What follows belongs to an exercise in optimizing a design on an open flow for small area and a short achievable clock period; a production flow would make more cautious choices.
Where RTL was checked, it was by simulation tests only, not by an equivalence proof against the original.
For run 4, only the layout was checked, not whether the RTL still works.

==> flow/design.v <==
module md_unit #(
  parameter int WIDTH       = 32,
  parameter int MULT_CYCLES = 5,
  parameter int DIV_CYCLES  = 10
) (
  input  logic             clk,
  input  logic             reset,
  input  logic             start,
  input  logic [2:0]       op,
  input  logic [WIDTH-1:0] a,
  input  logic [WIDTH-1:0] b,
  input  logic             hi_we,
  input  logic             lo_we,
  input  logic             cancel,
  output logic [WIDTH-1:0] hi,
  output logic [WIDTH-1:0] lo,
  output logic             busy,
  output logic             done
);
  localparam int W = 35;
  logic        busy_q, done_q;
  logic [3:0]  cnt_q;
  logic [2:0]  op_q;
  logic        aneg_q, bprev_q;
  logic [31:0] A_q;
  logic [35:0] L_q;
  logic [W-1:0] U_q;
  logic [31:0] hi_q, lo_q;
  wire idle   = ~busy_q;
  wire is_div = ~op_q[2] & op_q[1];
  wire is_mul = ~is_div;
  wire sgn    = ~op_q[0];
  wire acc    = op_q[2];
  wire sub    = op_q[2] & op_q[1];
  wire m5     = is_mul & (cnt_q == 4'd4);
  wire d10    = is_div & (cnt_q == 4'd9);
  wire last   = is_div ? (cnt_q == 4'd9) : (cnt_q == 4'd4);
  wire        dneg = sgn & A_q[31];
  wire [W-1:0] Ax  = {{(W-32){sgn & A_q[31]}}, A_q};
  wire        dng  = ~(aneg_q ^ dneg);    
  logic [W-1:0] X [0:3];
  logic [W-1:0] Y [0:3];
  logic [W-1:0] S [0:3];
  logic [W-1:0] Rm [0:3];
  logic [3:0]   cin, q;
  logic [1:0]   s2;
  logic         c2;
  always_comb begin
    for (int r = 0; r < 4; r++) begin
      logic b2, b1, b0, p1, p2, ph, ng;
      logic [W-1:0] pre;
      b2 = L_q[2*r+1];
      b1 = L_q[2*r];
      b0 = (r == 0) ? bprev_q : L_q[2*r-1];
      ph = 1'b0;
      if (is_div) begin
        p1 = ~(d10 & (r == 0));
        p2 = d10 & (r == 0);
        ng = dng;
      end else if (m5 && r != 0) begin
        p1 = 1'b0;
        p2 = 1'b0;
        ph = (r == 1) & acc;
        ng = 1'b0;
      end else begin
        p1 = b1 ^ b0;
        p2 = (b2 & ~b1 & ~b0) | (~b2 & b1 & b0);
        ng = b2 ^ sub;
      end
      pre = ({W{p1}} & Ax) | ({W{p2}} & {Ax[W-2:0], 1'b0});
      if (r == 1) pre = pre | ({W{ph}} & {5'd0, hi_q[31:2]});
      Y[r]   = pre ^ {W{ng}};
      cin[r] = (m5 && r == 1) ? c2 : ng;
      if (r == 0) begin
        if (is_div) X[0] = {{(W-33){aneg_q}}, U_q[31:0], L_q[35] & ~d10};
        else        X[0] = U_q;
      end else begin
        if (is_div) X[r] = {{(W-33){aneg_q}}, Rm[r-1][31:0], L_q[35-r]};
        else        X[r] = {{2{S[r-1][W-1]}}, S[r-1][W-1:2]};
      end
      S[r]  = X[r] + Y[r] + {{(W-1){1'b0}}, cin[r]};
      if (d10 && r == 0) q[r] = ~|S[r];
      else               q[r] = ~(S[r][W-1] ^ aneg_q);
      Rm[r] = q[r] ? S[r] : X[r];
      if (r == 0) {c2, s2} = {1'b0, S[0][1:0]} + {1'b0, {2{acc}} & hi_q[1:0]};
    end
  end
  function automatic logic [31:0] cinc(input logic [31:0] x, input logic n, input logic c0);
    logic c;
    c = c0;
    for (int k = 0; k < 32; k++) begin
      cinc[k] = (x[k] ^ n) ^ c;
      c       = (x[k] ^ n) & c;
    end
  endfunction
  wire        d_nz = |A_q;
  wire        negq = (aneg_q ^ dneg) & d_nz;
  wire [31:0] d_lo = cinc(L_q[31:0], negq, (q[0] & aneg_q) ^ negq);
  wire [31:0] d_hi = Rm[0][32:1];
  wire [31:0] m_hi = {S[1][29:0], s2};
  wire [31:0] m_lo = L_q[35:4];
  wire finish = busy_q & ~cancel & last;
  wire aneg_in = a[31] & ~op[0];
  always_ff @(posedge clk or negedge reset) begin
    if (!reset) begin
      busy_q <= 1'b0;
      done_q <= 1'b0;
      hi_q   <= '0;
      lo_q   <= '0;
    end else begin
      done_q <= finish;
      if (idle) busy_q <= start;
      else if (cancel | last) busy_q <= 1'b0;
      if (idle) begin
        if (!start && hi_we) hi_q <= a;
        if (!start && lo_we) lo_q <= a;
      end else if (finish) begin
        hi_q <= is_div ? d_hi : m_hi;
        lo_q <= is_div ? d_lo : m_lo;
      end
    end
  end
  always_ff @(posedge clk) begin
    if (idle) begin
      cnt_q   <= 4'd0;
      op_q    <= op;
      A_q     <= b;
      L_q     <= {{4{aneg_in}}, a};
      U_q     <= {{(W-32){1'b0}}, op[2] ? lo_q : {32{aneg_in & op[1]}}};
      aneg_q  <= aneg_in;
      bprev_q <= 1'b0;
    end else begin
      cnt_q   <= cnt_q + 4'd1;
      bprev_q <= L_q[7];
      if (is_div) begin
        L_q <= {L_q[31:0], q[0], q[1], q[2], q[3]};
        U_q <= {{(W-32){1'b0}}, Rm[3][31:0]};
      end else begin
        L_q <= {S[3][1:0], S[2][1:0], S[1][1:0], S[0][1:0], L_q[35:8]};
        U_q <= {{2{S[3][W-1]}}, S[3][W-1:2]};
      end
    end
  end
  assign hi   = hi_q;
  assign lo   = lo_q;
  assign busy = busy_q;
  assign done = done_q;
endmodule
==> flow/run.sh <==
#!/bin/bash
# synth_recipe.tcl (not shown) runs the flow's synth.tcl, then flattens the netlist and writes it again
# the make line also repeats each setting of config.mk as NAME=value (left out here)
make -C /OpenROAD-flow-scripts/flow DESIGN_CONFIG=/design/flow/config.mk WORK_HOME=/design/flow/orfs CLKGATE_MAP_FILE= SYNTH_SCRIPT=/design/flow/synth_recipe.tcl finish
==> flow/config.mk <==
export PLATFORM = sky130hd
export DESIGN_NAME = md_unit
export DESIGN_NICKNAME = md_unit
export VERILOG_FILES = /design/flow/design.v
export SDC_FILE = /design/flow/constraint.sdc
export NUM_CORES = 4
export LEC_CHECK = 0
export CAP_MARGIN = 20
export CORE_MARGIN = 2
export CORE_UTILIZATION = 40
export SLEW_MARGIN = 20
==> flow/constraint.sdc <==
create_clock -name core_clock -period 80.0 [get_ports {clk}]
set_input_delay 16.0000 -clock core_clock [delete_from_list [all_inputs] [get_ports {clk}]]
set_output_delay 16.0000 -clock core_clock [all_outputs]
set_load 0.01 [all_outputs]
==> impl_metrics.env, run 1 <==
export IMPL_status="no timing/DRC/antenna violations"
export IMPL_synth_cell_types=113
export IMPL_slew_viol_final=0
export IMPL_grt_pass1_wl_mm=154
export IMPL_path_clk_slew_ns=0.08
export IMPL_synth_seq_area_share_pct=19.2
export IMPL_via_count=24300
export IMPL_layout_common_cells="nand2_1 (415), a21oi_1 (303), nor2_1 (210), o21ai_0 (181), xnor2_1 (178)"
export IMPL_synth_area_sq_um=22000
export IMPL_grt_util_met2_pct=52.6
export IMPL_drv_cap=0
export IMPL_cts_resized_gates=0
export IMPL_ys_flop_type="dfxtp_1"
export IMPL_tritoncts="done"
export IMPL_grt_pass1_vias=22400
export IMPL_cp_common_cell="buf_4"
export IMPL_max_freq_mhz=55.4
export IMPL_crit_arrival_ns=18.47
export IMPL_syn_nets=3210
export IMPL_cts_sinks=176
export IMPL_dieHeight_microns=238
export IMPL_cp_slowest_cell="buf_4"
export IMPL_gp_congestion=1.01
export IMPL_core_area_sq_um=54000
export IMPL_synth_top_cell_area_share_pct=9.51
export IMPL_cts_root_buf="clkbuf_16"
export IMPL_finalHoldViolCount=0
export IMPL_pin_count=139
export IMPL_clockBufferDepth=2
export IMPL_synth_area_top_cells="ha_1 (9.5%), dfrtp_1 (7.5%), xnor2_1 (7.2%), nand2_1 (7.1%), a21oi_1 (7.0%)"
export IMPL_clk_insertion_delay_late_ns=0.51
export IMPL_grt_util_met1_pct=52.8
export IMPL_grtUsageMet3_pct=10.2
export IMPL_hold_path_class="reg2reg"
export IMPL_drt_first_pass_iters=7
export IMPL_synthCells=2964
export IMPL_cts_hold_buf=0
export IMPL_critPathLaunchType="flip-flop"
export IMPL_dieArea_sq_um=56800
export IMPL_cp_top_family="compound AO/OA/AOI/OAI gates"
export IMPL_start_util_pct=40.7
export IMPL_wirelength_mm=108
export IMPL_syn_area_per_cell_sq_um=7.41
export IMPL_busiest_layer="met1"
export IMPL_grt_start_max_net_pins=92
export IMPL_critical_path_class="reg2reg"
export IMPL_synth_edff_count=36
export IMPL_async_flop_share_pct=37.5
export IMPL_final_common_cell="nand2_1"
export IMPL_htreeDepth=4
export IMPL_postCtsSetupBuffers=0
export IMPL_rows=85
export IMPL_track_usage_pct=37.2
export IMPL_ys_warn_count=5
export IMPL_antenna_left=0
export IMPL_synth_largest_area_cell="ha_1"
export IMPL_first_iter_violations=3680
export IMPL_syn_to_final_growth_pct=11.2
export IMPL_tightest_slew_ns=1.18
export IMPL_relSlewSlack_pct=21.2
export IMPL_cpPeakStageDelay_ns=0.80
export IMPL_fin_nets=3183
export IMPL_fin_crit_ns=18.06
export IMPL_drc_errors=0
export IMPL_skew_ns=0.0174
export IMPL_viasPerCell=6.67
export IMPL_antenna_found_initial=3
export IMPL_fin_crit_sh_pct=22.6
export IMPL_routedWlPerCell_microns=29.6
export IMPL_path_buf_inv=7
export IMPL_overflow=0
export IMPL_report_final_setup_viol=0
export IMPL_setup_worst_path_end_class="flip-flop"
export IMPL_hpwlAfterDp_mm=84.5
export IMPL_rsz0062_at_grt="false"
export IMPL_drive_above_1_share_pct=5.86
export IMPL_yosys_register_bits=176
export IMPL_finalSetupTns_ns=0
export IMPL_die_w_microns=238
export IMPL_cts_buffers=17
export IMPL_io_buffers=138
export IMPL_cp_required_ns=80.41
export IMPL_worst_path_max_fanout=91
-- cells by family (layout without fill, tap and decap cells) --
| logic type | count (synthesis) | count (layout) | share of synthesized area [%] |
|---|---|---|---|
| muxes | 27 | 27 | 1.29 |
| adders and majority gates | 173 | 173 | 10.1 |
| xor gates and xnor gates | 294 | 294 | 11.8 |
| buffers and inverters | 280 | 266 | 5.10 |
| other | 0 | 1 | 0 |
| AOI/OAI and AO/OA | 1108 | 1108 | 33.6 |
| and+or+nand+nor | 906 | 906 | 19.0 |
| DFF | 176 | 176 | 19.2 |
-- layout make-up --
type	count	area, sq um
clock inverter	15	228
inverter	50	189
timing repair buffer	184	1720
clock buffer	17	425
antenna	1	2.50
fill	5500	29600
sequential	176	4220
tap	696	871
multi-input combinational	2508	16800
-- flip-flops by register name, summed over array words and instances (netlist names), 3 cells and up --
signal,cells
A_q,32
L_q,36
U_q,33
cnt_q,4
hi_q,32
lo_q,32
op_q,3
-- through the flow --
step,std cells,hold WS [ns],setup slack [ns],utilization (%),instance area [sq um]
after floorplan,2964,0.445,62.61,-,22000
after global placement,3613,0.459,61.54,44.0,23800
after detailed placement,3613,0.470,61.55,44.0,23800
after CTS,3645,0.489,62.10,45.2,24400
after global routing,3646,0.516,60.97,45.2,24400
final,3647,0.487,61.94,45.2,24400
-- Yosys cell counts, drive strengths merged, types with 16 or more instances --
cell,number
a211oi,44
clkbuf,149
a22oi,104
inv,50
nor3,30
nor2b,18
dfrtp,66
mux2i,17
xor2,110
o211ai,27
o21bai,20
xnor2,184
nor4,16
buf,81
a21oi,311
nand2,417
nor2,220
a21o,105
o21ai,211
dfxtp,74
ha,167
and3,20
and2,20
edfxtp,36
o31ai,19
a222oi,29
o21a,32
nand4,21
a31oi,51
nand3,56
nand2b,25
-- path summary, 6_finish.rpt --
kind	start	to	slack, ns	cells past startpoint
max	op_q[2]	U_q[17]	61.94	60
min	cnt_q[0]	cnt_q[0]	0.49	1
max reg2reg	op_q[2]	U_q[17]	61.94	60
min reg2reg	cnt_q[0]	cnt_q[0]	0.49	1
max in group asynchronous	reset	busy_q	63.64	1
min in group asynchronous	reset	lo_q[13]	15.62	1
-- worst register-to-register path: cells and delay by family (launching register included) --
family                   cells  cell delay [ns]
AO/OA/AOI/OAI               23             6.56
XOR/XNOR                     4             0.49
adder cells (fa/ha/maj)      4             1.69
buffers and inverters        7             2.79
flip-flops                   1             0.52
multiplexers                 1             0.40
AND/OR/NAND/NOR             21             5.48
-- metal layers --
layer | share of wire [%] | routed length (microns)
met5 | 0.012 | 13
met1 | 43 | 46200
met4 | 4.4 | 4750
met2 | 40 | 43600
met3 | 12 | 13300
==> run 2: changes to the inputs <==
--- a/flow/design.v
+++ b/flow/design.v
@@ -29,3 +29,3 @@
   wire idle   = ~busy_q;
-  wire is_div = ~op_q[2] & op_q[1];
+  logic is_div;
   wire is_mul = ~is_div;
@@ -39,3 +39,19 @@
   wire [W-1:0] Ax  = {{(W-32){sgn & A_q[31]}}, A_q};
-  wire        dng  = ~(aneg_q ^ dneg);    
+  function automatic logic [W-1:0] add_bk(input logic [W-1:0] x, input logic [W-1:0] y,
+                                          input logic ci);
+    logic [W:0] g, p;
+    g = {x & y, ci};
+    p = {x ^ y, 1'b0};
+    for (int l = 1; l < 64; l = l * 2)
+      for (int i = 2 * l - 1; i <= W; i = i + 2 * l) begin
+        g[i] = g[i] | (p[i] & g[i-l]);
+        p[i] = p[i] & p[i-l];
+      end
+    for (int l = 32; l >= 1; l = l / 2)
+      for (int i = 3 * l - 1; i <= W; i = i + 2 * l) begin
+        g[i] = g[i] | (p[i] & g[i-l]);
+        p[i] = p[i] & p[i-l];
+      end
+    add_bk = (x ^ y) ^ g[W-1:0];
+  endfunction
   logic [W-1:0] X [0:3];
@@ -43,3 +59,2 @@
   logic [W-1:0] S [0:3];
-  logic [W-1:0] Rm [0:3];
   logic [3:0]   cin, q;
@@ -51,2 +66,5 @@
       logic [W-1:0] pre;
+      if (r == 0)      X[0] = {U_q[W-1:1], U_q[0] & ~d10};
+      else if (is_div) X[r] = {S[r-1][W-2:0], L_q[35-r]};
+      else             X[r] = {{2{S[r-1][W-1]}}, S[r-1][W-1:2]};
       b2 = L_q[2*r+1];
@@ -58,3 +76,3 @@
         p2 = d10 & (r == 0);
-        ng = dng;
+        ng = ~(dneg ^ X[r][W-1]);    
       end else if (m5 && r != 0) begin
@@ -73,13 +91,4 @@
       cin[r] = (m5 && r == 1) ? c2 : ng;
-      if (r == 0) begin
-        if (is_div) X[0] = {{(W-33){aneg_q}}, U_q[31:0], L_q[35] & ~d10};
-        else        X[0] = U_q;
-      end else begin
-        if (is_div) X[r] = {{(W-33){aneg_q}}, Rm[r-1][31:0], L_q[35-r]};
-        else        X[r] = {{2{S[r-1][W-1]}}, S[r-1][W-1:2]};
-      end
-      S[r]  = X[r] + Y[r] + {{(W-1){1'b0}}, cin[r]};
-      if (d10 && r == 0) q[r] = ~|S[r];
-      else               q[r] = ~(S[r][W-1] ^ aneg_q);
-      Rm[r] = q[r] ? S[r] : X[r];
+      S[r] = add_bk(X[r], Y[r], cin[r]);
+      q[r] = ~S[r][W-1] ^ aneg_q;
       if (r == 0) {c2, s2} = {1'b0, S[0][1:0]} + {1'b0, {2{acc}} & hi_q[1:0]};
@@ -87,3 +96,7 @@
   end
-  function automatic logic [31:0] cinc(input logic [31:0] x, input logic n, input logic c0);
+  wire        x0n   = X[0][W-1];
+  wire        use_s = x0n ^ aneg_q;
+  wire        exact = aneg_q & (x0n ? ~|S[0] : ~|X[0]);
+  wire [W-1:0] vc   = use_s ? S[0] : X[0];
+  function automatic logic [31:0] cinc(input logic [31:0] x, input logic c0);
     logic c;
@@ -91,4 +104,4 @@
     for (int k = 0; k < 32; k++) begin
-      cinc[k] = (x[k] ^ n) ^ c;
-      c       = (x[k] ^ n) & c;
+      cinc[k] = x[k] ^ c;
+      c       = x[k] & c;
     end
@@ -97,4 +110,4 @@
   wire        negq = (aneg_q ^ dneg) & d_nz;
-  wire [31:0] d_lo = cinc(L_q[31:0], negq, (q[0] & aneg_q) ^ negq);
-  wire [31:0] d_hi = Rm[0][32:1];
+  wire [31:0] d_lo = cinc(L_q[31:0], exact ^ negq);
+  wire [31:0] d_hi = vc[32:1] & {32{~exact}};
   wire [31:0] m_hi = {S[1][29:0], s2};
@@ -126,5 +139,6 @@
       op_q    <= op;
+      is_div  <= ~op[2] & op[1];
       A_q     <= b;
       L_q     <= {{4{aneg_in}}, a};
-      U_q     <= {{(W-32){1'b0}}, op[2] ? lo_q : {32{aneg_in & op[1]}}};
+      U_q     <= op[2] ? {{(W-32){1'b0}}, lo_q} : {W{aneg_in & op[1]}};
       aneg_q  <= aneg_in;
@@ -135,4 +149,4 @@
       if (is_div) begin
-        L_q <= {L_q[31:0], q[0], q[1], q[2], q[3]};
-        U_q <= {{(W-32){1'b0}}, Rm[3][31:0]};
+        L_q <= {L_q[31:0], {q[0], q[1], q[2], q[3]} ^ {4{negq}}};
+        U_q <= {S[3][W-2:0], L_q[31]};
       end else begin
==> flow/flow/run.sh (new file) <==
#!/bin/bash
set -e
export BUFFER_PORTS_ARGS="-buffer_cell sky130_fd_sc_hd__buf_1"
bash standard.sh > standard.log 2>&1
==> flow/standard.sh (new file) <==
#!/bin/bash
# synth_recipe.tcl (not shown) runs the flow's synth.tcl, then flattens the netlist and writes it again
# the make line also repeats each setting of config.mk as NAME=value (left out here)
make -C /OpenROAD-flow-scripts/flow DESIGN_CONFIG=/design/flow/config.mk WORK_HOME=/design/flow/orfs CLKGATE_MAP_FILE= SYNTH_SCRIPT=/design/flow/synth_recipe.tcl "${@:-finish}"
--- a/flow/config.mk
+++ b/flow/config.mk
@@ -7,2 +7,3 @@
 export LEC_CHECK = 0
+export ABC_AREA = 1
 export CAP_MARGIN = 20
removed: flow/run.sh
==> run 2 against run 1 <==
- sequential share of layout area is 4.3 points higher
- register-to-register slack gained 0.48 ns
- non-clock buffer count decreased by 22
- critical path type unchanged
- global-route usage fell by 6.7 points
- flip-flop and latch count rose by 3
==> impl_metrics.env, run 2 <==
export IMPL_status="no timing/DRC/antenna violations"
export IMPL_synth_top_cell_area_share_pct=11.1
export IMPL_dieHeight_microns=218
export IMPL_ys_warn_count=4
export IMPL_pin_count=139
export IMPL_fin_nets=2797
export IMPL_cts_resized_gates=0
export IMPL_fin_crit_sh_pct=22.0
export IMPL_fin_crit_ns=17.58
export IMPL_clk_insertion_delay_late_ns=0.49
export IMPL_cp_common_cell="nand2_1"
export IMPL_synth_mux_area_share_pct=0.109
export IMPL_synth_edff_count=37
export IMPL_synth_largest_area_cell="ha_1"
export IMPL_hold_path_class="reg2reg"
export IMPL_synthCells=2435
export IMPL_regMostFlops="L_q"
export IMPL_drt_first_pass_iters=7
export IMPL_synth_area_top_cells="ha_1 (11%), dfrtp_1 (9.0%), nand2_1 (8.8%), dfxtp_1 (8.3%), fa_1 (7.6%)"
export IMPL_via_count=18200
export IMPL_viasPerCell=5.87
export IMPL_highest_layer="met4"
export IMPL_antenna_left=0
export IMPL_dp_cells=3071
export IMPL_synth_compound_area_share_pct=22.0
export IMPL_syn_to_final_growth_pct=8.66
export IMPL_synth_cell_types=48
export IMPL_path_buf_inv=15
export IMPL_critical_path_class="reg2reg"
export IMPL_syn_nets=2741
export IMPL_cts_root_buf="clkbuf_16"
export IMPL_start_util_pct=40.5
export IMPL_synth_simple_area_share_pct=16.3
export IMPL_routedWlPerCell_microns=23.3
export IMPL_tritoncts="done"
export IMPL_postCtsSetupBuffers=0
export IMPL_reg_top3="L_q x36, U_q x35"
export IMPL_cpPeakStageDelay_ns=0.71
export IMPL_report_final_setup_viol=0
export IMPL_grt_start_max_net_pins=91
export IMPL_die_w_microns=218
export IMPL_final_common_cell="nand2_1"
export IMPL_wl_met3_mm=4.73
export IMPL_grt_pass1_vias=17600
export IMPL_cp_slowest_cell="nor4_1"
export IMPL_io_buffers=138
export IMPL_utilization_pct=44.0
export IMPL_synth_seq_area_share_pct=23.4
export IMPL_drc_errors=0
export IMPL_met1_length_mm=29.5
export IMPL_synthAdderAreaFrac_pct=18.8
export IMPL_cts_sinks=179
export IMPL_finalSetupTns_ns=0
export IMPL_track_usage_pct=30.4
export IMPL_relSlewSlack_pct=25.5
export IMPL_first_iter_violations=2126
export IMPL_yosys_register_bits=179
export IMPL_setup_worst_path_end_class="flip-flop"
export IMPL_slew_viol_final=0
export IMPL_synth_most_common_cell="nand2_1"
export IMPL_finalNonFillerCells=3104
export IMPL_skew_ns=0.0156
export IMPL_syn_area_per_cell_sq_um=7.53
export IMPL_grt_pass1_wl_mm=107
export IMPL_finalHoldViolCount=0
export IMPL_synth_top_family_by_area="compound AO/OA/AOI/OAI gates"
export IMPL_layout_common_cells="nand2_1 (425), inv_1 (338), ha_1 (163), a21oi_1 (153), nor2_1 (144)"
export IMPL_cp_required_ns=80.33
export IMPL_cts_hold_buf=0
export IMPL_ys_flop_type="dfxtp_1"
export IMPL_max_freq_mhz=56.9
export IMPL_rows=78
export IMPL_worst_path_max_fanout=64
export IMPL_rsz0062_at_grt="false"
export IMPL_antenna_found_initial=0
export IMPL_critPathLaunchType="flip-flop"
export IMPL_synth_xor_area_share_pct=9.60
export IMPL_antennaDiodeCount=0
export IMPL_drv_cap=0
export IMPL_htreeDepth=4
export IMPL_gp_congestion=0.978
export IMPL_cp_top_family="simple AND/OR/NAND/NOR gates"
export IMPL_overflow=0
export IMPL_hpwlAfterDp_mm=57.2
export IMPL_cts_buffers=17
export IMPL_core_area_sq_um=45300
export IMPL_yosys_top_cells_count="nand2_1 (429), inv_1 (338), ha_1 (163), a21oi_1 (153), nor2_1 (145)"
export IMPL_path_clk_slew_ns=0.08
export IMPL_wl_met2_mm=33.2
export IMPL_largest_register_ffs=36
export IMPL_clockBufferDepth=2
export IMPL_crit_arrival_ns=17.90
export IMPL_async_flop_share_pct=36.9
export IMPL_drive_above_1_share_pct=3.91
export IMPL_synth_area_sq_um=18300
export IMPL_wirelength_mm=72.2
export IMPL_dieArea_sq_um=47600
export IMPL_tightest_slew_ns=1.12
run 2: changes by cell type after synthesis, moves of 34 or more:
cell      previous run  this run
nor2_1             216       145
a22oi_1            103         0
clkbuf_1           149        95
o221ai_1             8        88
inv_1               49       338
xnor2_1            181        62
a21o_1             104        19
a31oi_1             50        16
o21ai_0            182       132
a21oi_1            307       153
o22ai_1             11        96
fa_1                 6        70
run 2: stage by stage:
step | area, sq um | hold slack (ns) | setup WS [ns]
finish | 19900 | 0.490 | 62.42
global route | 19900 | 0.540 | 60.91
CTS | 19900 | 0.498 | 62.33
detailed placement | 19300 | 0.479 | 61.82
global placement | 19300 | 0.470 | 61.96
floorplan | 18300 | 0.441 | 62.94
run 2: final cells by class:
type | count | area, sq um
well taps | 600 | 751
repair buffers | 162 | 709
fillers | 4718 | 25400
flip-flops and latches | 179 | 4280
clock buffers | 18 | 429
inverters | 352 | 1320
multi-input cells | 1779 | 12300
clock inverters | 14 | 171
run 2: path summary, 6_finish.rpt:
| check | startpoint | endpoint | slack (ns) | cells past startpoint |
|---|---|---|---|---|
| worst max-delay path | is_div | U_q[31] | 62.42 | 73 |
| worst min-delay path | cnt_q[0] | cnt_q[0] | 0.49 | 1 |
| worst max register to register | is_div | U_q[31] | 62.42 | 73 |
| worst min register to register | cnt_q[0] | cnt_q[0] | 0.49 | 1 |
| max in group asynchronous | reset | lo_q[3] | 63.70 | 1 |
| min in group asynchronous | reset | lo_q[11] | 15.64 | 1 |
run 2: cells by family (layout without fill, tap and decap cells):
kind of cell / count (synthesis) / count (layout)
AND/OR/NAND/NOR: 719 / 719
flip-flops: 179 / 179
XOR/XNOR: 201 / 201
AO/OA/AOI/OAI: 624 / 624
adder cells (fa/ha/maj): 233 / 233
buffers and inverters: 477 / 546
multiplexers: 2 / 2
run 2: per-layer routing:
metal  vias up  GRT usage [%]
met2       744           48.9
met4         0           17.9
li1       8441              -
met3       183           5.26
met5         -              0
met1      8863           38.4
==> run 3: changes to the inputs <==
==> flow/run.sh (new file) <==
#!/bin/bash
# synth_recipe.tcl (not shown) runs the flow's synth.tcl, then flattens the netlist and writes it again
# the make line also repeats each setting of config.mk as NAME=value (left out here)
make -C /OpenROAD-flow-scripts/flow DESIGN_CONFIG=/design/flow/config.mk WORK_HOME=/design/flow/orfs CLKGATE_MAP_FILE= SYNTH_SCRIPT=/design/flow/synth_recipe.tcl finish
removed: flow/flow/run.sh
removed: flow/standard.sh
==> run 3 against run 2 <==
- still clean on timing, DRC and antenna
- synthesized cell count unchanged
- worst hold slack improved by 0.0027 ns
- clock skew increased by 0.0053 ns
- critical path depth is 64 lower
- flip-flop and latch count is the same
- via count stayed put
- sequential share of layout area down 0.94 points
- final cell count about the same
- count of clock-buffer cells in the layout is the same
- setup slack worse by 0.35 ns
==> impl_metrics.env, run 3 <==
export IMPL_syn_area_per_cell_sq_um=7.53
export IMPL_synth_edff_count=37
export IMPL_fin_worst_hold_slack_ns=0.493
export IMPL_setup_worst_path_end_class="flip-flop"
export IMPL_hpwlAfterDp_mm=56.5
export IMPL_tightest_slew_ns=1.02
export IMPL_wirelength_mm=71.3
export IMPL_synth_cell_types=48
export IMPL_drv_cap=0
export IMPL_clockBufferDepth=2
export IMPL_critPathLaunchType="input port"
export IMPL_synth_largest_area_cell="ha_1"
export IMPL_fin_area_sq_um=20800
export IMPL_path_clk_slew_ns=0.08
export IMPL_relSlewSlack_pct=31.8
export IMPL_drive_above_1_share_pct=3.99
export IMPL_viasPerCell=5.87
export IMPL_drt_first_pass_iters=6
export IMPL_n_fill_cell=4652
export IMPL_worstHoldStart="cnt_q[0]"
export IMPL_track_usage_pct=30.1
export IMPL_htreeDepth=4
export IMPL_grt_start_max_net_pins=88
export IMPL_syn_nets=2741
export IMPL_drc_errors=0
export IMPL_cp_required_ns=80.36
export IMPL_die_w_microns=218
export IMPL_rsz0062_at_grt="false"
export IMPL_synth_area_sq_um=18300
export IMPL_rr_endpoint="L_q[0]"
export IMPL_synth_area_top_cells="ha_1 (11%), dfrtp_1 (9.0%), nand2_1 (8.8%), dfxtp_1 (8.3%), fa_1 (7.6%)"
export IMPL_status="no timing/DRC/antenna violations"
export IMPL_hold_path_class="reg2reg"
export IMPL_yosys_top_cells_count="nand2_1 (429), inv_1 (338), ha_1 (163), a21oi_1 (153), nor2_1 (145)"
export IMPL_start_util_pct=40.5
export IMPL_max_freq_mhz=55.8
export IMPL_pin_count=139
export IMPL_cts_buffers=17
export IMPL_core_area_sq_um=45300
export IMPL_worst_path_max_fanout=34
export IMPL_reg_top3="L_q x36, U_q x35"
export IMPL_largest_register_ffs=36
export IMPL_synth_seq_area_share_pct=23.4
export IMPL_r2r_slack_ns=62.23
export IMPL_synthCells=2435
export IMPL_fin_nets=2800
export IMPL_grt_pass1_vias=17700
export IMPL_cts_root_buf="clkbuf_16"
export IMPL_yosys_register_bits=179
export IMPL_antennaDiodeCount=0
export IMPL_gp_congestion=1.02
export IMPL_rr_worst_depth=79
export IMPL_cts_sinks=179
export IMPL_fin_crit_sh_pct=22.4
export IMPL_routedWlPerCell_microns=22.9
export IMPL_place_area_sq_um=20200
export IMPL_overflow=0
export IMPL_antenna_found_initial=0
export IMPL_finalHoldViolCount=0
export IMPL_synth_most_common_cell="nand2_1"
export IMPL_skew_ns=0.0209
export IMPL_slew_viol_final=0
export IMPL_grt_pass1_wl_mm=107
export IMPL_timing_rr_start="is_div"
export IMPL_syn_to_final_growth_pct=13.6
export IMPL_crit_start="cancel"
export IMPL_rows=78
export IMPL_final_common_cell="nand2_1"
export IMPL_report_final_setup_viol=0
export IMPL_clk_insertion_delay_late_ns=0.49
export IMPL_antenna_left=0
export IMPL_postCtsSetupBuffers=0
export IMPL_first_iter_violations=1804
export IMPL_dieArea_sq_um=47600
export IMPL_hold_path_depth=1
export IMPL_via_count=18200
export IMPL_critical_path_class="in2reg"
export IMPL_ys_warn_count=4
export IMPL_hold_end="cnt_q[0]"
export IMPL_regMostFlops="L_q"
export IMPL_tritoncts="done"
export IMPL_crit_arrival_ns=18.29
export IMPL_synth_top_cell_area_share_pct=11.1
export IMPL_io_buffers=138
export IMPL_layout_common_cells="nand2_1 (426), inv_1 (338), ha_1 (163), a21oi_1 (153), nor2_1 (144)"
export IMPL_async_flop_share_pct=36.9
export IMPL_cts_hold_buf=0
export IMPL_cts_resized_gates=0
export IMPL_ys_flop_type="dfxtp_1"
export IMPL_fin_crit_ns=17.93
export IMPL_finalSetupTns_ns=0
export IMPL_dieHeight_microns=218
run 3: cell counts after synthesis:
Identical to the previous run, type by type.
run 3: layout make-up:
type | count | area [sq um] | area share [%]
Clock buffer | 18 | 450 | 2.16
Clock inverter | 14 | 179 | 0.859
Inverter | 352 | 1320 | 6.35
Multi-Input combinational cell | 1779 | 12200 | 58.8
Sequential cell | 179 | 4280 | 20.6
Tap cell | 600 | 751 | 3.60
Timing Repair Buffer | 165 | 1600 | 7.68
run 3: cells by family after synthesis:
group	count (synthesis)	share of synthesized area (%)
adder cells (fa/ha/maj)	233	18.8
multiplexers	2	0.109
flip-flops	179	23.4
buffers and inverters	477	9.92
XOR/XNOR	201	9.60
AND/OR/NAND/NOR	719	16.3
AO/OA/AOI/OAI	624	22.0
run 3: worst max path at each step:
stage                         end  slack, ns  cells after the start
after global placement    hi_q[0]      61.66                      8
after detailed placement  hi_q[2]      61.50                      8
final                     hi_q[2]      62.07                      9
after global routing       L_q[0]      60.86                     79
after floorplan           hi_q[0]      62.94                      7
after CTS                 hi_q[2]      62.02                      8
run 3: worst max-delay path, cell delays in order:
cell and delay (ns):
clkdlybuf4s50_1 0.42, nor3_1 0.24, inv_1 0.11, nand2_1 0.08, buf_4 0.38, inv_1 0.39, buf_16 0.27, a211oi_1 0.23
a21oi_1 0.11
run 3: through the flow:
| step | worst slack (ns) | utilization [%] | cells |
|---|---|---|---|
| CTS | 62.02 | 45.9 | 3106 |
| detailed placement | 61.50 | 44.5 | 3074 |
| global route | 60.86 | 46.0 | 3107 |
| finish | 62.07 | 46.0 | 3107 |
| floorplan | 62.94 | - | 2435 |
| global placement | 61.66 | 44.5 | 3074 |
run 3: layer usage:
metal  GRT usage (%)  vias up  share of wire [%]
met4            20.2        0                7.2
li1                -     8464                  -
met1            37.7     8750                 40
met5               0        -                  0
met2            47.5      830                 45
met3            5.03      187                7.5
==> run 4: changes to the inputs <==
--- a/flow/design.v
+++ b/flow/design.v
@@ -116,2 +116,16 @@
   wire aneg_in = a[31] & ~op[0];
+  logic [31:0] hi_t, lo_t;
+  always_comb begin
+    if (idle) begin
+      hi_t = (!start && hi_we) ? a : hi_q;
+      lo_t = (!start && lo_we) ? a : lo_q;
+    end else if (last) begin
+      hi_t = is_div ? d_hi : m_hi;
+      lo_t = is_div ? d_lo : m_lo;
+    end else begin
+      hi_t = hi_q;
+      lo_t = lo_q;
+    end
+  end
+  wire hold = busy_q & cancel;
   always_ff @(posedge clk or negedge reset) begin
@@ -126,9 +140,4 @@
       else if (cancel | last) busy_q <= 1'b0;
-      if (idle) begin
-        if (!start && hi_we) hi_q <= a;
-        if (!start && lo_we) lo_q <= a;
-      end else if (finish) begin
-        hi_q <= is_div ? d_hi : m_hi;
-        lo_q <= is_div ? d_lo : m_lo;
-      end
+      hi_q <= hold ? hi_q : hi_t;
+      lo_q <= hold ? lo_q : lo_t;
     end
==> flow/flow/run.sh (new file) <==
#!/bin/bash
set -e
export BUFFER_PORTS_ARGS="-buffer_cell sky130_fd_sc_hd__buf_1"
export SETUP_SLACK_MARGIN=62.9
bash standard.sh > standard.log 2>&1
==> flow/standard.sh (new file) <==
#!/bin/bash
# synth_recipe.tcl (not shown) runs the flow's synth.tcl, then flattens the netlist and writes it again
# the make line also repeats each setting of config.mk as NAME=value (left out here)
make -C /OpenROAD-flow-scripts/flow DESIGN_CONFIG=/design/flow/config.mk WORK_HOME=/design/flow/orfs CLKGATE_MAP_FILE= SYNTH_SCRIPT=/design/flow/synth_recipe.tcl "${@:-finish}"
removed: flow/run.sh
==> run 4 against run 3 <==
- setup slack gained 0.81 ns
- non-clock buffer count increased by 72
- first-iteration DRC count grew 32%
- register-to-register slack improved by 2.0 ns
- worst hold slack got worse by 0.0062 ns
- final area is 0.26% lower
- count of clock-buffer cells in the layout up 1
- die area is 0.12% lower
- clock skew rose by 0.0065 ns
- highest routed layer unchanged
==> impl_metrics.env, run 4 <==
export IMPL_drc_errors=0
export IMPL_first_iter_violations=2388
export IMPL_grt_pass1_wl_mm=116
export IMPL_synth_most_common_cell="nand2_1"
export IMPL_yosys_register_bits=179
export IMPL_largest_register_ffs=36
export IMPL_synth_seq_area_share_pct=23.4
export IMPL_hpwlAfterDp_mm=57.6
export IMPL_status="no timing/DRC/antenna violations"
export IMPL_critical_path_class="reg2out"
export IMPL_fin_crit_sh_pct=21.4
export IMPL_die_w_microns=218
export IMPL_cp_top_family="flip-flops"
export IMPL_ys_flop_type="dfxtp_1"
export IMPL_gp_congestion=0.992
export IMPL_finalSetupTns_ns=0
export IMPL_start_util_pct=40.4
export IMPL_synth_top_cell_area_share_pct=11.1
export IMPL_utilization_pct=45.9
export IMPL_synth_edff_count=37
export IMPL_syn_nets=2675
export IMPL_relSlewSlack_pct=31.4
export IMPL_antenna_found_initial=0
export IMPL_finalHoldViolCount=0
export IMPL_cts_sinks=179
export IMPL_syn_area_per_cell_sq_um=7.73
export IMPL_fin_crit_ns=17.12
export IMPL_skew_ns=0.0274
export IMPL_cpPeakStageDelay_ns=0.47
export IMPL_wl_met2_mm=35.1
export IMPL_drive_above_1_share_pct=12.1
export IMPL_routedWlPerCell_microns=25.2
export IMPL_fin_worst_hold_slack_ns=0.487
export IMPL_syn_to_final_growth_pct=13.5
export IMPL_max_freq_mhz=58.4
export IMPL_worst_path_max_fanout=2
export IMPL_clk_insertion_delay_late_ns=0.52
export IMPL_antenna_left=0
export IMPL_dieHeight_microns=218
export IMPL_dieArea_sq_um=47500
export IMPL_cts_root_buf="clkbuf_16"
export IMPL_synth_area_sq_um=18300
export IMPL_synth_largest_area_cell="ha_1"
export IMPL_grt_pass1_vias=18200
export IMPL_rows=78
export IMPL_met1_length_mm=31.6
export IMPL_drt_first_pass_iters=5
export IMPL_core_area_sq_um=45300
export IMPL_slew_viol_final=0
export IMPL_path_clk_slew_ns=0.08
export IMPL_io_buffers=138
export IMPL_cp_depth=1
export IMPL_hold_path_depth=2
export IMPL_wirelength_mm=78.4
export IMPL_pin_count=139
export IMPL_clockBufferDepth=2
export IMPL_overflow=0
export IMPL_cts_buffers=17
export IMPL_wl_met3_mm=7.33
export IMPL_layout_common_cells="nand2_1 (331), inv_1 (281), a21oi_1 (173), ha_1 (163), xor2_1 (159)"
export IMPL_cts_hold_buf=0
export IMPL_crit_chain="buf_6"
export IMPL_synth_area_top_cells="ha_1 (11%), dfrtp_1 (9.0%), dfxtp_1 (8.3%), fa_1 (7.7%), xor2_1 (7.6%)"
export IMPL_synthCells=2369
export IMPL_tightest_slew_ns=1.02
export IMPL_highest_layer="met4"
export IMPL_r2r_slack_ns=64.26
export IMPL_final_common_cell="nand2_1"
export IMPL_report_final_setup_viol=0
export IMPL_rr_worst_depth=82
export IMPL_via_count=18900
export IMPL_cp_required_ns=64.00
export IMPL_hold_path_class="reg2reg"
export IMPL_critPathLaunchType="flip-flop"
export IMPL_yosys_top_cells_count="nand2_1 (334), inv_1 (285), a21oi_1 (174), ha_1 (163), xor2_1 (159)"
export IMPL_fin_nets=2804
export IMPL_rsz0062_at_grt="true"
export IMPL_async_flop_share_pct=36.9
export IMPL_path_buf_inv=1
export IMPL_htreeDepth=4
export IMPL_setup_worst_path_end_class="output pin"
export IMPL_reg_top3="L_q x36, U_q x35"
export IMPL_ys_warn_count=4
export IMPL_tritoncts="done"
export IMPL_drv_cap=0
export IMPL_cp_slowest_cell="dfrtp_2"
export IMPL_crit_arrival_ns=1.12
export IMPL_track_usage_pct=32.9
export IMPL_viasPerCell=6.09
export IMPL_grt_start_max_net_pins=76
export IMPL_synth_cell_types=57
export IMPL_regMostFlops="L_q"
export IMPL_antennaDiodeCount=0
## run 4: cell types whose count changed after synthesis, sizes merged, moves of 21 or more
cell and delta:
nand2 -83, inv -53, o22ai +40, o221ai -38, o21bai +27, a21oi +25
o211ai -23, o2111ai +21, xor2 +21
## run 4: kinds of logic (layout without fill, tap and decap cells)
| kind of cell | Yosys count | after routing | share of synthesized area [%] |
|---|---|---|---|
| AO/OA/AOI/OAI | 671 | 671 | 23.2 |
| XOR/XNOR | 204 | 204 | 9.80 |
| adder cells (fa/ha/maj) | 233 | 233 | 18.8 |
| buffers and inverters | 443 | 585 | 9.35 |
| flip-flops | 179 | 179 | 23.4 |
| multiplexers | 4 | 4 | 0.219 |
| AND/OR/NAND/NOR | 635 | 635 | 15.2 |
## run 4: through the flow
stage	cell area, sq um	setup slack (ns)	instances
floorplan	18300	62.90	2369
detailed placement	19300	61.92	3007
finish	20800	62.88	3111
global route	20800	62.87	3111
CTS	20600	62.87	3104
global placement	19300	61.95	3007
## run 4: repair_timing
item | CTS | global route
endpoints found under the setup margin | 128 | 78
cloned | 1 | 1
buffers inserted | 64 | 6
endpoints found under the hold margin | 0 | 0
pin swaps | 0 | 0
resized for setup | 91 | 42
## run 4: per-layer routing
metal / vias up / global-route usage [%]
met5: - / 0
met4: 0 / 16.9
met3: 197 / 6.85
met2: 1079 / 51.1
met1: 9197 / 43.0
li1: 8461 / -
## run 4: worst paths after layout
kind | start | end
max | hi_q[31] | hi[31]
max in group asynchronous | reset | hi_q[21]
max reg2reg | is_div | U_q[33]
min reg2reg | L_q[35] | L_q[27]
min | L_q[35] | L_q[27]
min in group asynchronous | reset | lo_q[7]
## run 4: cell type report
| cell class | count | area (sq um) |
|---|---|---|
| clock buffer | 19 | 443 |
| clock inverter | 13 | 166 |
| fill | 4586 | 24500 |
| inverter | 315 | 1200 |
| multi-input combinational | 1747 | 12400 |
| sequential | 179 | 4330 |
| tap | 600 | 751 |
| timing repair buffer | 237 | 1510 |
| timing repair inverter | 1 | 7.51 |
## run 4: worst min-delay path, cell delays in order (launching register included)
cell,delay [ns]
dfxtp_1,0.32
nand2_1,0.07
o211ai_1,0.08
==> run 5: changes to the inputs <==
--- a/flow/design.v
+++ b/flow/design.v
@@ -29,4 +29,4 @@
   wire idle   = ~busy_q;
-  logic is_div;
-  wire is_mul = ~is_div;
+  logic is_div, is_mul;
+  logic m5, d10;    
   wire sgn    = ~op_q[0];
@@ -34,5 +34,3 @@
   wire sub    = op_q[2] & op_q[1];
-  wire m5     = is_mul & (cnt_q == 4'd4);
-  wire d10    = is_div & (cnt_q == 4'd9);
-  wire last   = is_div ? (cnt_q == 4'd9) : (cnt_q == 4'd4);
+  wire last   = m5 | d10;
   wire        dneg = sgn & A_q[31];
@@ -67,6 +65,6 @@
       if (r == 0)      X[0] = {U_q[W-1:1], U_q[0] & ~d10};
-      else if (is_div) X[r] = {S[r-1][W-2:0], L_q[35-r]};
+      else if (!is_mul) X[r] = {S[r-1][W-2:0], L_q[35-r]};
       else             X[r] = {{2{S[r-1][W-1]}}, S[r-1][W-1:2]};
-      b2 = L_q[2*r+1];
-      b1 = L_q[2*r];
+      b2 = (r == 0 && m5) ? L_q[33] : L_q[2*r+1];    
+      b1 = (r == 0 && m5) ? L_q[32] : L_q[2*r];
       b0 = (r == 0) ? bprev_q : L_q[2*r-1];
@@ -110,6 +108,5 @@
   wire        negq = (aneg_q ^ dneg) & d_nz;
-  wire [31:0] d_lo = cinc(L_q[31:0], exact ^ negq);
+  wire [31:0] lo_r = cinc(L_q[31:0], is_div & (exact ^ negq));
   wire [31:0] d_hi = vc[32:1] & {32{~exact}};
   wire [31:0] m_hi = {S[1][29:0], s2};
-  wire [31:0] m_lo = L_q[35:4];
   wire finish = busy_q & ~cancel & last;
@@ -122,4 +119,4 @@
     end else if (last) begin
-      hi_t = is_div ? d_hi : m_hi;
-      lo_t = is_div ? d_lo : m_lo;
+      hi_t = is_mul ? m_hi : d_hi;
+      lo_t = lo_r;
     end else begin
@@ -149,2 +146,5 @@
       is_div  <= ~op[2] & op[1];
+      is_mul  <= op[2] | ~op[1];
+      m5      <= 1'b0;
+      d10     <= 1'b0;
       A_q     <= b;
@@ -156,4 +156,6 @@
       cnt_q   <= cnt_q + 4'd1;
+      m5      <= ~is_div & (cnt_q == 4'd3);
+      d10     <= is_div & (cnt_q == 4'd8);
       bprev_q <= L_q[7];
-      if (is_div) begin
+      if (!is_mul) begin
         L_q <= {L_q[31:0], {q[0], q[1], q[2], q[3]} ^ {4{negq}}};
@@ -161,3 +163,3 @@
       end else begin
-        L_q <= {S[3][1:0], S[2][1:0], S[1][1:0], S[0][1:0], L_q[35:8]};
+        L_q <= {L_q[35:32], S[3][1:0], S[2][1:0], S[1][1:0], S[0][1:0], L_q[31:8]};
         U_q <= {{2{S[3][W-1]}}, S[3][W-1:2]};
==> flow/flow/run.sh (replaced) <==
#!/bin/bash
set -e
export BUFFER_PORTS_ARGS="-buffer_cell sky130_fd_sc_hd__buf_1"
bash standard.sh > standard.log 2>&1
==> run 5 against run 4 <==
- still clean
- critical path depth grew 110
- clock skew is 0.0041 ns lower
- final cell count is 4.9% lower
- first-iteration DRC count down 26%
- final area decreased by 6.4%
- utilization fell by 1.8 points
- setup slack got worse by 3.1 ns
- worst hold slack got worse by 0.037 ns
- via count fell by 7.5%
- critical path type is now reg2reg
- critical endpoint is now L_q[0]
==> impl_metrics.env, run 5 <==
export IMPL_gp_congestion=0.989
export IMPL_hpwlAfterDp_mm=55.0
export IMPL_cts_buffers=17
export IMPL_finalSetupTns_ns=0
export IMPL_routedWlPerCell_microns=24.3
export IMPL_fin_crit_ns=20.22
export IMPL_setup_worst_path_end_class="flip-flop"
export IMPL_grt_start_max_net_pins=79
export IMPL_htreeDepth=4
export IMPL_async_flop_share_pct=36.5
export IMPL_syn_nets=2596
export IMPL_drc_errors=0
export IMPL_dieHeight_microns=215
export IMPL_clockBufferDepth=2
export IMPL_clk_insertion_delay_late_ns=0.49
export IMPL_cts_root_buf="clkbuf_16"
export IMPL_hold_path_class="reg2reg"
export IMPL_viasPerCell=5.92
export IMPL_r2r_slack_ns=59.78
export IMPL_cp_slowest_cell="edfxtp_1"
export IMPL_rsz0062_at_grt="false"
export IMPL_synth_area_sq_um=17900
export IMPL_drive_above_1_share_pct=5.20
export IMPL_io_buffers=138
export IMPL_rows=77
export IMPL_synth_seq_area_share_pct=24.4
export IMPL_drv_cap=0
export IMPL_critical_path_class="reg2reg"
export IMPL_finalNonFillerCells=2959
export IMPL_syn_to_final_growth_pct=8.81
export IMPL_antenna_found_initial=1
export IMPL_tritoncts="done"
export IMPL_antennaDiodeCount=0
export IMPL_antenna_left=0
export IMPL_postCtsSetupBuffers=0
export IMPL_yosys_top_cells_count="nand2_1 (375), inv_1 (278), ha_1 (162), nor2_1 (159), o21ai_0 (118)"
export IMPL_ys_flop_type="dfxtp_1"
export IMPL_critPathLaunchType="flip-flop"
export IMPL_tightest_slew_ns=0.991
export IMPL_overflow=0
export IMPL_core_area_sq_um=44100
export IMPL_synth_cell_types=56
export IMPL_fin_nets=2659
export IMPL_synth_top_cell_area_share_pct=11.3
export IMPL_skew_ns=0.0233
export IMPL_relSlewSlack_pct=33.9
export IMPL_report_final_setup_viol=0
export IMPL_cpPeakStageDelay_ns=0.61
export IMPL_max_freq_mhz=49.5
export IMPL_yosys_register_bits=181
export IMPL_slew_viol_final=0
export IMPL_drt_first_pass_iters=6
export IMPL_wirelength_mm=71.9
export IMPL_final_common_cell="nand2_1"
export IMPL_first_iter_violations=1769
export IMPL_cp_common_cell="nand2_1"
export IMPL_track_usage_pct=30.8
export IMPL_synth_edff_count=41
export IMPL_grt_pass1_wl_mm=107
export IMPL_fin_crit_sh_pct=25.3
export IMPL_cts_hold_buf=0
export IMPL_cp_required_ns=80.34
export IMPL_cts_resized_gates=0
export IMPL_worst_path_max_fanout=34
export IMPL_via_count=17500
export IMPL_pin_count=139
export IMPL_dp_cells=2926
export IMPL_cts_sinks=181
export IMPL_place_area_sq_um=18900
export IMPL_start_util_pct=40.5
export IMPL_status="no timing/DRC/antenna violations"
export IMPL_synth_area_top_cells="ha_1 (11%), dfrtp_1 (9.2%), dfxtp_1 (8.3%), nand2_1 (7.9%), fa_1 (7.8%)"
export IMPL_grt_pass1_vias=17100
export IMPL_die_w_microns=215
export IMPL_reg_top3="L_q x35, U_q x35"
export IMPL_finalHoldViolCount=0
export IMPL_layout_common_cells="nand2_1 (372), inv_1 (279), ha_1 (162), nor2_1 (157), buf_1 (137)"
export IMPL_crit_arrival_ns=20.56
export IMPL_syn_area_per_cell_sq_um=7.80
export IMPL_dieArea_sq_um=46400
export IMPL_synth_most_common_cell="nand2_1"
export IMPL_path_clk_slew_ns=0.07
export IMPL_synthCells=2291
export IMPL_ys_warn_count=4
export IMPL_synth_largest_area_cell="ha_1"
export IMPL_fin_area_sq_um=19400
## run 5: changes by cell type after synthesis, moves of 16 or more
cell,before,now
a2111oi_0,1,18
xnor2_1,44,88
a21oi_1,174,89
o21bai_1,35,13
nand2_1,334,375
nor2_1,143,159
o221ai_1,50,73
o2111ai_1,31,4
xor2_1,159,109
o22ai_1,136,104
a31oi_1,18,80
## run 5: per-layer routing
| metal | track usage [%] | wire length (microns) |
|---|---|---|
| met1 | 40.3 | 29800 |
| met2 | 49.1 | 32400 |
| met3 | 5.11 | 5800 |
| met5 | 0 | 0 |
| met4 | 16.0 | 4000 |
## run 5: kinds of logic after synthesis
family          after synthesis  share of synthesized area (%)
flops                       181                           24.4
xor+xnor                    199                           9.90
simple gates                681                           16.3
fa+ha+maj                   232                           19.2
compound gates              578                           20.9
buf+inv                     414                           8.91
mux                           6                          0.343
## run 5: worst paths after layout
check / end / startpoint / depth (start not counted)
worst max-delay path: L_q[0] / is_div / 111
worst min-delay path: m5 / cnt_q[3] / 1
worst max register to register: L_q[0] / is_div / 111
worst min register to register: m5 / cnt_q[3] / 1
max in group asynchronous: busy_q / reset / 1
min in group asynchronous: lo_q[7] / reset / 1
## run 5: metrics by stage
stage | util (%) | hold WS [ns] | worst slack (ns)
6_report | 44.1 | 0.450 | 59.78
5_1_grt | 44.1 | 0.472 | 58.20
4_1_cts | 44.0 | 0.461 | 59.99
3_5_place_dp | 42.8 | 0.451 | 60.10
3_3_place_gp | 42.8 | 0.448 | 60.53
2_1_floorplan | - | 0.396 | 62.96
## run 5: critical path, delay by kind of cell (launching register included)
kind | cells | cell delay (ns)
AND/OR/NAND/NOR | 55 | 6.70
AO/OA/AOI/OAI | 25 | 5.83
adder cells (fa/ha/maj) | 8 | 2.97
buffers and inverters | 14 | 2.08
XOR/XNOR | 9 | 1.71
flip-flops | 1 | 0.61
## run 5: layout make-up
type | instances | area (sq um)
timing repair buffer | 168 | 767
tap | 592 | 741
inverter | 290 | 1090
clock inverter | 11 | 77.6
fill | 4684 | 24700
clock buffer | 21 | 452
multi-input combinational | 1696 | 11900
sequential | 181 | 4370
==> run 6: changes to the inputs <==
==> flow/flow/run.sh (replaced) <==
#!/bin/bash
set -e
export BUFFER_PORTS_ARGS="-buffer_cell sky130_fd_sc_hd__buf_1"
export SETUP_SLACK_MARGIN=62.75
bash standard.sh > standard.log 2>&1
==> run 6 against run 5 <==
- global-route usage is 0.62 points higher
- utilization is 2.1 points higher
- critical endpoint is now U_q[11]
- clock skew is 0.0022 ns higher
- synthesized area stayed put
==> impl_metrics.env, run 6 <==
export IMPL_fin_crit_ns=17.18
export IMPL_first_iter_violations=1785
export IMPL_relSlewSlack_pct=34.8
export IMPL_antenna_left=0
export IMPL_cp_common_cell="buf_6"
export IMPL_synthCells=2291
export IMPL_via_count=17900
export IMPL_skew_ns=0.0255
export IMPL_synth_simple_area_share_pct=16.3
export IMPL_dieHeight_microns=215
export IMPL_fin_crit_sh_pct=21.5
export IMPL_core_area_sq_um=44100
export IMPL_clockBufferDepth=2
export IMPL_drc_errors=0
export IMPL_rsz0062_at_grt="true"
export IMPL_cp_slowest_cell="a21oi_1"
export IMPL_finalSetupTns_ns=0
export IMPL_synth_mux_area_share_pct=0.343
export IMPL_synth_seq_area_share_pct=24.4
export IMPL_viasPerCell=5.96
export IMPL_dp_cells=2926
export IMPL_clk_insertion_delay_late_ns=0.50
export IMPL_cp_required_ns=80.33
export IMPL_max_freq_mhz=58.2
export IMPL_critPathLaunchType="input port"
export IMPL_tritoncts="done"
export IMPL_hold_path_class="reg2reg"
export IMPL_track_usage_pct=31.5
export IMPL_synthAdderAreaFrac_pct=19.2
export IMPL_pin_count=139
export IMPL_synth_xor_area_share_pct=9.90
export IMPL_grt_start_max_net_pins=79
export IMPL_r2r_slack_ns=63.50
export IMPL_finalNonFillerCells=3004
export IMPL_async_flop_share_pct=36.5
export IMPL_syn_nets=2596
export IMPL_cpPeakStageDelay_ns=0.33
export IMPL_rr_endpoint="L_q[0]"
export IMPL_drv_cap=0
export IMPL_cts_sinks=181
export IMPL_critical_path_class="in2reg"
export IMPL_synth_compound_area_share_pct=20.9
export IMPL_fin_nets=2704
export IMPL_ys_flop_type="dfxtp_1"
export IMPL_hpwlAfterDp_mm=55.0
export IMPL_synth_edff_count=41
export IMPL_status="no timing/DRC/antenna violations"
export IMPL_synth_top_family_by_area="compound AO/OA/AOI/OAI gates"
export IMPL_antennaDiodeCount=0
export IMPL_drive_above_1_share_pct=9.87
export IMPL_crit_chain="buf_1 -> buf_6 -> nor2_1 -> nand2_1 -> inv_1 -> buf_6 -> a21oi_1 -> o221ai_1"
export IMPL_rows=77
export IMPL_cts_root_buf="clkbuf_16"
export IMPL_yosys_register_bits=181
export IMPL_timing_rr_start="m5"
export IMPL_reg_top3="L_q x35, U_q x35"
export IMPL_cts_buffers=17
export IMPL_post_place_ws_ns=60.10
export IMPL_crit_path_end="U_q[11]"
export IMPL_drt_first_pass_iters=6
export IMPL_fin_area_sq_um=20400
export IMPL_routedWlPerCell_microns=24.6
export IMPL_syn_to_final_growth_pct=14.1
export IMPL_report_final_setup_viol=0
export IMPL_start_util_pct=40.5
export IMPL_worst_path_max_fanout=34
export IMPL_dieArea_sq_um=46400
export IMPL_layout_common_cells="nand2_1 (361), inv_1 (273), ha_1 (160), nor2_1 (155), buf_1 (137)"
export IMPL_grt_pass1_vias=17400
export IMPL_finalHoldViolCount=0
export IMPL_gp_congestion=0.989
export IMPL_final_common_cell="nand2_1"
export IMPL_path_clk_slew_ns=0.07
export IMPL_synth_top_cell_area_share_pct=11.3
export IMPL_synth_area_top_cells="ha_1 (11%), dfrtp_1 (9.2%), dfxtp_1 (8.3%), nand2_1 (7.9%), fa_1 (7.8%)"
export IMPL_grt_pass1_wl_mm=109
export IMPL_crit_arrival_ns=17.51
export IMPL_slew_viol_final=0
export IMPL_fin_ws_ns=62.82
export IMPL_synth_largest_area_cell="ha_1"
export IMPL_overflow=0
export IMPL_wirelength_mm=73.9
export IMPL_synth_area_sq_um=17900
export IMPL_antenna_found_initial=3
export IMPL_yosys_top_cells_count="nand2_1 (375), inv_1 (278), ha_1 (162), nor2_1 (159), o21ai_0 (118)"
export IMPL_cts_hold_buf=0
export IMPL_ys_warn_count=4
export IMPL_die_w_microns=215
export IMPL_htreeDepth=4
export IMPL_rr_worst_depth=112
export IMPL_place_area_sq_um=18900
export IMPL_tightest_slew_ns=0.978
export IMPL_synth_most_common_cell="nand2_1"
export IMPL_setup_worst_path_end_class="flip-flop"
export IMPL_io_buffers=138
export IMPL_syn_area_per_cell_sq_um=7.80
export IMPL_crit_start="op[2]"
export IMPL_synth_cell_types=56
==> run 6: cell counts after synthesis <==
Identical to the previous run, type by type.
==> run 6: logic make-up after synthesis <==
kind of cell,Yosys count
and+or+nand+nor,681
muxes,6
xor gates and xnor gates,199
DFF,181
AOI/OAI and AO/OA,578
adders and majority gates,232
buffers and inverters,414
==> run 6: worst min-delay path by stage <==
| stage | cells past startpoint | startpoint | to | slack, ns |
|---|---|---|---|---|
| final | 1 | cnt_q[3] | m5 | 0.45 |
| after global routing | 1 | cnt_q[3] | m5 | 0.46 |
| after CTS | 1 | cnt_q[3] | m5 | 0.45 |
| after detailed placement | 1 | cnt_q[0] | cnt_q[0] | 0.45 |
| after global placement | 1 | cnt_q[0] | cnt_q[0] | 0.45 |
| after floorplan | 1 | cnt_q[3] | m5 | 0.40 |
==> run 6: cell type report <==
class | count | area, sq um
clock inverters | 11 | 77.6
well taps | 592 | 741
repair buffers | 212 | 1260
inverters | 290 | 1100
fillers | 4616 | 23700
multi-input cells | 1697 | 12400
clock buffers | 21 | 452
flip-flops and latches | 181 | 4370
==> run 6: critical path: cells and delay by family <==
kind	cells	cell delay, ns
AOI/OAI and AO/OA	2	0.50
buffers and inverters	4	0.71
and+or+nand+nor	2	0.26
==> run 6: what timing repair did <==
item | CTS | global route
cloned | 2 | 3
resized for setup | 47 | 66
buffers inserted | 17 | 23
pin swaps | 14 | 38
setup endpoints to repair | 38 | 36
==> run 6: layer usage <==
layer	up-vias	GRT usage [%]	wire [microns]
met2	858	49.9	33300
met5	-	0	11
met3	187	6.13	6230
li1	8155	-	-
met1	8712	40.3	30000
met4	2	17.1	4280
==> run 6: stage by stage <==
step,util (%),hold slack [ns]
after global routing,46.2,0.463
after detailed placement,42.8,0.451
after CTS,44.9,0.452
after global placement,42.8,0.448
final,46.2,0.447
after floorplan,-,0.396
==> run 7: changes to the inputs <==
--- a/flow/config.mk
+++ b/flow/config.mk
@@ -11,2 +11,4 @@
 export CORE_UTILIZATION = 40
+export CTS_BUF_LIST = sky130_fd_sc_hd__clkbuf_8
+export CTS_CLUSTER_SIZE = 30
 export SLEW_MARGIN = 20
==> run 7 against run 6 <==
- synthesized area stayed put
- die area did not move
- flip-flop and latch count unchanged
- sequential share of layout area rose by 0.21 points
- global-route usage down 0.052 points
- critical path depth is the same
- highest routed layer is now met4
- via count down 0.15%
- maximum frequency down 0.33%
- largest cell class unchanged
- non-clock buffer count unchanged
==> impl_metrics.env, run 7 <==
export IMPL_gp_congestion=0.989
export IMPL_clk_insertion_delay_late_ns=0.56
export IMPL_syn_to_final_growth_pct=13.0
export IMPL_cts_sinks=181
export IMPL_relSlewSlack_pct=34.6
export IMPL_wirelength_mm=73.9
export IMPL_synth_edff_count=41
export IMPL_worstHoldStart="cnt_q[3]"
export IMPL_synth_top_cell_area_share_pct=11.3
export IMPL_yosys_register_bits=181
export IMPL_tritoncts="done"
export IMPL_fin_crit_sh_pct=21.5
export IMPL_fin_crit_ns=17.24
export IMPL_clockBufferDepth=2
export IMPL_setup_worst_path_end_class="flip-flop"
export IMPL_finalHoldViolCount=0
export IMPL_synth_cell_types=56
export IMPL_synth_area_sq_um=17900
export IMPL_place_area_sq_um=18900
export IMPL_tightest_slew_ns=0.980
export IMPL_overflow=0
export IMPL_syn_nets=2596
export IMPL_critical_path_class="in2reg"
export IMPL_skew_ns=0.0348
export IMPL_hold_path_depth=1
export IMPL_drt_first_pass_iters=5
export IMPL_multi_input_area_sq_um=12400
export IMPL_fin_area_sq_um=20200
export IMPL_grt_pass1_wl_mm=109
export IMPL_crit_arrival_ns=17.63
export IMPL_critPathLaunchType="input port"
export IMPL_finalSetupTns_ns=0
export IMPL_syn_area_per_cell_sq_um=7.80
export IMPL_ys_flop_type="dfxtp_1"
export IMPL_status="no timing/DRC/antenna violations"
export IMPL_yosys_top_cells_count="nand2_1 (375), inv_1 (278), ha_1 (162), nor2_1 (159), o21ai_0 (118)"
export IMPL_report_final_setup_viol=0
export IMPL_dieArea_sq_um=46400
export IMPL_slew_viol_final=0
export IMPL_timing_rr_start="m5"
export IMPL_layout_common_cells="nand2_1 (360), inv_1 (277), ha_1 (160), nor2_1 (155), buf_1 (137)"
export IMPL_pin_count=139
export IMPL_ys_warn_count=4
export IMPL_drv_cap=0
export IMPL_track_usage_pct=31.4
export IMPL_regArea_sq_um=4370
export IMPL_synth_seq_area_share_pct=24.4
export IMPL_antenna_left=0
export IMPL_synth_largest_area_cell="ha_1"
export IMPL_io_buffers=138
export IMPL_die_w_microns=215
export IMPL_reg_top3="L_q x35, U_q x35"
export IMPL_synth_most_common_cell="nand2_1"
export IMPL_hold_path_class="reg2reg"
export IMPL_final_common_cell="nand2_1"
export IMPL_cts_root_buf="clkbuf_8"
export IMPL_start_util_pct=40.5
export IMPL_core_area_sq_um=44100
export IMPL_worst_path_max_fanout=34
export IMPL_grt_pass1_vias=17400
export IMPL_fin_worst_hold_slack_ns=0.449
export IMPL_viasPerCell=5.95
export IMPL_cp_required_ns=80.39
export IMPL_path_clk_slew_ns=0.10
export IMPL_drc_errors=0
export IMPL_hold_end="m5"
export IMPL_cts_buffers=17
export IMPL_dieHeight_microns=215
export IMPL_max_freq_mhz=58.0
export IMPL_grt_start_max_net_pins=79
export IMPL_synth_area_top_cells="ha_1 (11%), dfrtp_1 (9.2%), dfxtp_1 (8.3%), nand2_1 (7.9%), fa_1 (7.8%)"
export IMPL_drive_above_1_share_pct=9.66
export IMPL_fin_nets=2704
export IMPL_antenna_found_initial=0
export IMPL_first_iter_violations=1780
export IMPL_async_flop_share_pct=36.5
export IMPL_via_count=17900
export IMPL_rows=77
export IMPL_rsz0062_at_grt="true"
export IMPL_synthCells=2291
export IMPL_hpwlAfterDp_mm=55.0
export IMPL_routedWlPerCell_microns=24.6
export IMPL_r2r_slack_ns=63.54
export IMPL_rr_worst_depth=113
export IMPL_n_fill_cell=4642
export IMPL_htreeDepth=4
export IMPL_rr_endpoint="L_q[0]"
run 7: cell counts after synthesis:
No cell type changed its count.
run 7: per-stage QoR:
step	instances	worst slack [ns]	utilization [%]
2_1_floorplan	2291	62.96	-
3_3_place_gp	2926	60.53	42.8
3_5_place_dp	2926	60.10	42.8
4_1_cts	2978	62.71	44.5
5_1_grt	3004	62.50	45.7
6_report	3005	62.76	45.7
run 7: area by class of cell:
class,instances,share of cell area (%)
sequential,181,21.7
inverter,290,5.44
clock inverter,14,0.440
timing repair buffer,212,6.19
multi-input combinational,1697,61.4
antenna,1,0.0124
tap,592,3.67
clock buffer,18,1.23
run 7: how the worst max path moves through the flow:
stage | from | cells after the start | to | slack [ns]
after floorplan | op[2] | 7 | U_q[0] | 62.96
after global placement | is_div | 112 | L_q[0] | 60.53
after detailed placement | is_div | 112 | L_q[0] | 60.10
after CTS | op[2] | 8 | U_q[22] | 62.71
after global routing | m5 | 118 | L_q[0] | 62.50
final | op[2] | 8 | U_q[23] | 62.76
run 7: metal layers:
metal	routed length, microns	GRT usage (%)	vias to the layer above	share of wire (%)
met2	33400	49.8	920	45
li1	-	-	8146	-
met4	4170	17.2	0	5.6
met5	0	0	-	0
met1	30000	40.6	8633	41
met3	6360	5.62	188	8.6
run 7: logic make-up after synthesis:
family / Yosys count / share of synthesized area [%]
and+or+nand+nor: 681 / 16.3
AOI/OAI and AO/OA: 578 / 20.9
buffers and inverters: 414 / 8.91
adders and majority gates: 232 / 19.2
xor gates and xnor gates: 199 / 9.90
DFF: 181 / 24.4
muxes: 6 / 0.343
run 7: critical path, stage by stage:
cell      delay [ns]
buf_1           0.08
buf_6           0.30
nor2_1          0.15
nand2_1         0.11
inv_1           0.10
buf_4           0.27
a21oi_1         0.44
o221ai_1        0.17
run 7: repair_timing:
action,4_1_cts,5_1_grt
setup buffers,18,22
setup endpoints to repair,37,35
resized for setup,46,61
pin swaps,15,39
hold buffers,0,0
cloned,2,3
endpoints found under the hold margin,0,0

-- afterwards: timing with drivers on the ports --
The results above use ideal ports. As a check the final layouts listed here were re-extracted and re-timed, cells and wires unchanged. Step 1: set_driving_cell puts a clkbuf_16 on clk and a buf_2 on each other input, an assumption about the parent block. Step 2 adds t to the input delays and takes it off the output delays; t is the mean of the earliest and latest rising clock arrival at the registers after step 1. Input paths then give back, and output paths get back, about the clock's delay inside the block. Three values: no drivers, after step 1, after step 2; two values: the first two.
run | t (ns) | setup WS [ns] | worst hold slack (ns) | worst setup path at the end | slew at the worst register clock pin (ns)
run 1 | 0.570 | 61.941 / 61.941 / 61.470 | 0.487 / 0.487 / 0.487 | input to register | 0.09 / 0.09
run 2 | 0.544 | 62.422 / 62.422 / 61.951 | 0.490 / 0.490 / 0.490 | input to register | 0.08 / 0.08
run 3 | 0.538 | 62.072 / 62.100 / 61.563 | 0.493 / 0.493 / 0.493 | input to register | 0.09 / 0.09
run 4 | 0.564 | 62.879 / 62.818 / 62.430 | 0.487 / 0.487 / 0.487 | input to register | 0.09 / 0.09
run 5 | 0.538 | 59.780 / 59.780 / 59.780 | 0.450 / 0.450 / 0.450 | register to register | 0.09 / 0.09
run 6 | 0.542 | 62.819 / 62.813 / 62.313 | 0.447 / 0.447 / 0.447 | input to register | 0.09 / 0.09
run 7 | 0.597 | 62.761 / 62.760 / 62.196 | 0.449 / 0.449 / 0.449 | input to register | 0.12 / 0.12
After both steps every run listed still meets setup and hold. The setup slack of run 7, which loses most, moves by -0.001 ns with the drivers and by -0.565 ns with both steps.
